This design comes from an exercise in tuning for small area on the open sky130 flow, not from production work.
In this exercise RTL edits were held to simulation tests only and were not proved equivalent to the original.
Power is estimated from default activity; no workload was simulated.

==> run a: inputs <==
Design virtualConsole, start of the top module:
module virtualConsole
(
    input  wire        clk,
    input  wire        reset,
    input  wire        uartRx,
    input  wire        readReq,
    input  wire  [2:0] readRow,
    input  wire  [3:0] readCol,
    input  wire  [2:0] readLine,
    output logic       readAck,
    output logic [7:0] glyphBits
);
==> module virtualConsole, before the edit <==
module virtualConsole
(
    input  wire        clk,
    input  wire        reset,
    input  wire        uartRx,
    input  wire        readReq,
    input  wire  [2:0] readRow,
    input  wire  [3:0] readCol,
    input  wire  [2:0] readLine,
    output logic       readAck,
    output logic [7:0] glyphBits
);
    localparam logic [1:0] Ground = 2'd0;
    localparam logic [1:0] Escape = 2'd1;
    localparam logic [1:0] Csi    = 2'd2;
    localparam logic [1:0] CsiTwo = 2'd3;
    logic [7:0] frameCount;
    logic [7:0] shiftReg;
    logic       stopBit;
    logic       lastStop;
    assign stopBit  = frameCount[7] & frameCount[4];
    assign lastStop = stopBit & (frameCount[3:0] == 4'hF);
    always_ff @(posedge clk) begin
        if (reset) begin
            frameCount <= '0;
        end else if (frameCount == 8'd0) begin
            if (!uartRx) frameCount <= 8'd1;
        end else if ((frameCount == 8'd8 && uartRx) || lastStop) begin
            frameCount <= '0;
        end else begin
            frameCount <= frameCount + 8'd1;
        end
    end
    always_ff @(posedge clk) begin
        if (frameCount[3:0] == 4'd8 && !stopBit) begin
            shiftReg <= {uartRx, shiftReg[7:1]};
        end
    end
    logic [1:0] parserState;
    logic [2:0] cursorRow;
    logic [3:0] cursorCol;
    logic       byteOk;
    logic       printable;
    assign byteOk    = stopBit & uartRx;
    assign printable = !shiftReg[7] && (shiftReg[6:5] != 2'b00) && (shiftReg[6:0] != 7'h7F);
    always_ff @(posedge clk) begin
        if (reset) begin
            parserState <= Ground;
            cursorRow   <= '0;
            cursorCol   <= '0;
        end else if (lastStop && uartRx) begin
            case (parserState)
                Ground: begin
                    if (printable) begin
                        cursorCol <= cursorCol + 4'd1;
                        if (cursorCol == 4'hF) cursorRow <= cursorRow + 3'd1;
                    end else begin
                        case (shiftReg)
                            8'h0D: cursorCol <= '0;
                            8'h0A: cursorRow <= cursorRow + 3'd1;
                            8'h08: if (cursorCol != 4'd0) cursorCol <= cursorCol - 4'd1;
                            8'h1B: parserState <= Escape;
                            default: ;
                        endcase
                    end
                end
                Escape: parserState <= (shiftReg == 8'h5B) ? Csi : Ground;
                Csi: begin
                    parserState <= Ground;
                    if (shiftReg == 8'h48) begin
                        cursorRow <= '0;
                        cursorCol <= '0;
                    end else if (shiftReg == 8'h32) begin
                        parserState <= CsiTwo;
                    end
                end
                default: begin
                    parserState <= Ground;
                    if (shiftReg == 8'h4A) begin
                        cursorRow <= '0;
                        cursorCol <= '0;
                    end
                end
            endcase
        end
    end
    logic [3:0] phase;
    logic       resetClear;
    logic       clearAll;
    logic       writeChar;
    logic [6:0] writeData;
    logic [6:0] headCell [8];
    always_ff @(posedge clk) begin
        if (reset) begin
            phase      <= '0;
            resetClear <= 1'b1;
        end else begin
            phase <= phase + 4'd1;
            if (phase == 4'hF) resetClear <= 1'b0;
        end
    end
    assign clearAll  = resetClear || (byteOk && parserState == CsiTwo && shiftReg == 8'h4A);
    assign writeChar = byteOk && parserState == Ground && printable && phase == cursorCol;
    assign writeData = clearAll ? 7'h20 : shiftReg[6:0];
    for (genvar r = 0; r < 8; r++) begin : row
        logic [111:0] ring;
        logic         rowWrite;
        assign rowWrite   = clearAll || (writeChar && cursorRow == 3'(r));
        assign headCell[r] = ring[6:0];
        always_ff @(posedge clk) begin
            ring <= {rowWrite ? writeData : ring[6:0], ring[111:7]};
        end
    end
    logic       capture;
    logic [6:0] readChar;
    logic [7:0] glyph;
    assign capture  = readReq && !readAck && phase == readCol;
    assign readChar = headCell[readRow];
    logic [7:0] rot0;
    logic [7:0] rot1;
    assign rot0  = readLine[0] ? {readChar, 1'b0} : {1'b0, readChar};
    assign rot1  = readLine[1] ? {rot0[5:0], rot0[7:6]} : rot0;
    assign glyph = readLine[2] ? {rot1[3:0], rot1[7:4]} : rot1;
    always_ff @(posedge clk) begin
        if (reset) begin
            readAck <= 1'b0;
        end else if (capture) begin
            readAck <= 1'b1;
        end else if (!readReq) begin
            readAck <= 1'b0;
        end
    end
    always_ff @(posedge clk) begin
        if (capture) begin
            glyphBits <= glyph ^ {8{readRow == cursorRow && readCol == cursorCol}};
        end
    end
endmodule
export LEC_CHECK = 0
export CAP_MARGIN = 20
export CORE_MARGIN = 2
export CORE_UTILIZATION = 60
export CTS_BUF_LIST = sky130_fd_sc_hd__clkbuf_8
export CTS_CLUSTER_DIAMETER = 50
export CTS_CLUSTER_SIZE = 16
export SLEW_MARGIN = 20
create_clock -name core_clock -period 5.0 [get_ports {clk}]
run.sh (not shown) runs the stock make flow with config.mk's settings and CLKGATE_MAP_FILE= SYNTH_SCRIPT=/design/flow/synth_recipe.tcl, a recipe that flattens the netlist after the stock synthesis.
==> inputs of run b, as changes to run a <==
--- a/flow/config.mk
+++ b/flow/config.mk
@@ -8,7 +8,4 @@
 export CAP_MARGIN = 20
 export CORE_MARGIN = 2
-export CORE_UTILIZATION = 60
-export CTS_BUF_LIST = sky130_fd_sc_hd__clkbuf_8
-export CTS_CLUSTER_DIAMETER = 50
-export CTS_CLUSTER_SIZE = 16
+export CORE_UTILIZATION = 40
 export SLEW_MARGIN = 20
==> inputs of run c, as changes to run a <==
--- a/flow/design.v
+++ b/flow/design.v
@@ -173,5 +173,5 @@
     always_ff @(posedge clk) begin
         if (capture) begin
-            glyphBits <= glyph ^ {8{readRow == cursorRow && readCol == cursorCol}};
+            glyphBits <= glyph ^ {8{readRow == cursorRow && phase == cursorCol}};
         end
     end
==> flow/flow/run.sh (new file) <==
#!/bin/bash
# Own layout flow: the standard ORFS flow (standard.sh), with
#  - the standard synthesis script, except that ABC maps the combinational
#    logic with an area-oriented script (flow/area.abc); registers are mapped
#    before ABC runs, so they keep the standard synthesis's names and cells
#  - no adder pre-mapping (ADDER_MAP_FILE empty), so ABC maps counters too
#  - port buffers of the smallest buffer cell
#  - clock tree options from flow/cts_args.txt
# Each tool's full output stays in orfs/logs/ and in the *.log files here.
set -euo pipefail
here=$(pwd)
# synthesis script: synth_recipe.tcl, sourcing a copy of ORFS's synth.tcl whose
# ABC call runs flow/area.abc instead of the speed script
sed 's|log_cmd abc {\*}\$abc_args|log_cmd abc -script $::env(AREA_ABC_SCRIPT) {*}[lrange $abc_args 2 end]|' \
  "$FLOW_HOME/scripts/synth.tcl" > "$here/synth_area.tcl"
grep -q 'AREA_ABC_SCRIPT' "$here/synth_area.tcl"
sed "s|source \$::env(SCRIPTS_DIR)/synth.tcl|source $here/synth_area.tcl|" \
  "$here/synth_recipe.tcl" > "$here/own_synth.tcl"
grep -q "synth_area.tcl" "$here/own_synth.tcl"
export AREA_ABC_SCRIPT="$here/flow/area.abc"
bash standard.sh \
  SYNTH_SCRIPT="$here/own_synth.tcl" \
  ADDER_MAP_FILE= \
  BUFFER_PORTS_ARGS="-buffer_cell sky130_fd_sc_hd__buf_1" \
  CTS_ARGS="$(cat "$here/flow/cts_args.txt")" \
  finish > "$here/standard.log" 2>&1
==> flow/flow/area.abc (new file) <==
strash
ifraig
scorr
dc2
strash
&get -n
&dch -f
&nf -R 1000 -F 10 -A 10
&put
topo
==> flow/flow/cts_args.txt (new file) <==
-sink_clustering_enable -repair_clock_nets -sink_clustering_size 20 -sink_clustering_max_diameter 60 -buf_list sky130_fd_sc_hd__clkbuf_8 -root_buf sky130_fd_sc_hd__clkbuf_16 -dont_use_dummy_load
==> flow/standard.sh (new file) <==
#!/bin/bash
# synth_recipe.tcl (not shown) runs the flow's synth.tcl, then flattens the netlist and writes it again
# the make line also repeats each setting of config.mk as NAME=value (left out here)
make -C /OpenROAD-flow-scripts/flow DESIGN_CONFIG=/design/flow/config.mk WORK_HOME=/design/flow/orfs CLKGATE_MAP_FILE= SYNTH_SCRIPT=/design/flow/synth_recipe.tcl "${@:-finish}"
--- a/flow/config.mk
+++ b/flow/config.mk
@@ -8,7 +8,5 @@
 export CAP_MARGIN = 20
 export CORE_MARGIN = 2
-export CORE_UTILIZATION = 60
-export CTS_BUF_LIST = sky130_fd_sc_hd__clkbuf_8
-export CTS_CLUSTER_DIAMETER = 50
-export CTS_CLUSTER_SIZE = 16
+export CORE_UTILIZATION = 70
+export PLACE_DENSITY = 0.8
 export SLEW_MARGIN = 20
removed: flow/run.sh
==> out/results.txt <==
Most frequent cells in the layout: dfxtp_1 (919), nor2_1 (72), clkbuf_8 (72), mux2i_1 (60), nand2_1 (54)
Sequential share of power: 0.665
Starting Density: 0.607
Register area share after synthesis: 0.854
Power Internal: 8.99 mW
Clock power frac: 0.323
Outcome: finished clean
Comb_multi_in: 428
Synthesized cell area: 22100 sq um
Yosys top cell area share: 0.832
Largest stage delay on the critical path: 1.05 ns
Switching Share: 0.199
Htree depth: 3
M1 GR Usage: 0.241
Met3 routed WL: 1.44 mm
(the above is from run a)
==> out/results.txt <==
Yosys top cell area share: 0.879
Outcome: finished clean
Clock power frac: 0.285
Htree depth: 2
Met3 routed WL: 1.91 mm
Switching Share: 0.190
Power Internal: 8.55 mW
Most frequent cells in the layout: dfxtp_1 (919), nand2_1 (90), o21ai_0 (62), clkbuf_8 (48), nor2_1 (30)
Sequential share of power: 0.708
Synthesized cell area: 20900 sq um
Register area share after synthesis: 0.902
Largest stage delay on the critical path: 0.71 ns
Comb_multi_in: 362
Starting Density: 0.708
(the above is from run c)
==> out/results.txt <==
Outcome: finished clean
Largest stage delay on the critical path: 1.16 ns
Htree depth: 3
Most frequent cells in the layout: dfxtp_1 (919), clkbuf_16 (87), nor2_1 (72), mux2i_1 (60), nand2_1 (54)
Power Internal: 11.2 mW
Starting Density: 0.403
Comb_multi_in: 428
Yosys top cell area share: 0.832
Clock power frac: 0.452
Synthesized cell area: 22100 sq um
Switching Share: 0.195
M1 GR Usage: 0.168
Sequential share of power: 0.538
Met3 routed WL: 1.38 mm
(the above is from run b)

## port drivers added, routing unchanged
The results above use ideal ports. As a check the final layouts listed here were re-extracted and re-timed, cells and wires unchanged. Step 1 (the two cells are an assumption about what drives the block):
set clk [get_ports {clk}]
set_driving_cell -lib_cell sky130_fd_sc_hd__clkbuf_16 $clk
set_driving_cell -lib_cell sky130_fd_sc_hd__buf_2 [delete_from_list [all_inputs] $clk]
Step 2 moves the port delays by t, midway between the first and last clock arrival at a register: inputs arrive t later, outputs are due t later. That takes back most of the time a late clock gives input paths. Three values: no drivers, after step 1, after step 2; two values: the first two.
run | shift t [ns] | setup WS [ns] | hold WS [ns]
run a | 0.691 | 1.596 / 1.580 / 0.889 | 0.319 / 0.319 / 0.319
run b | 0.666 | 1.500 / 1.498 / 0.832 | 0.314 / 0.314 / 0.314
run c | 0.575 | 1.676 / 1.676 / 1.231 | 0.311 / 0.311 / 0.311
After both steps every run listed still meets setup and hold. For run a, which loses most, drivers alone change the setup slack by -0.016 ns; drivers and shift together by -0.707 ns.
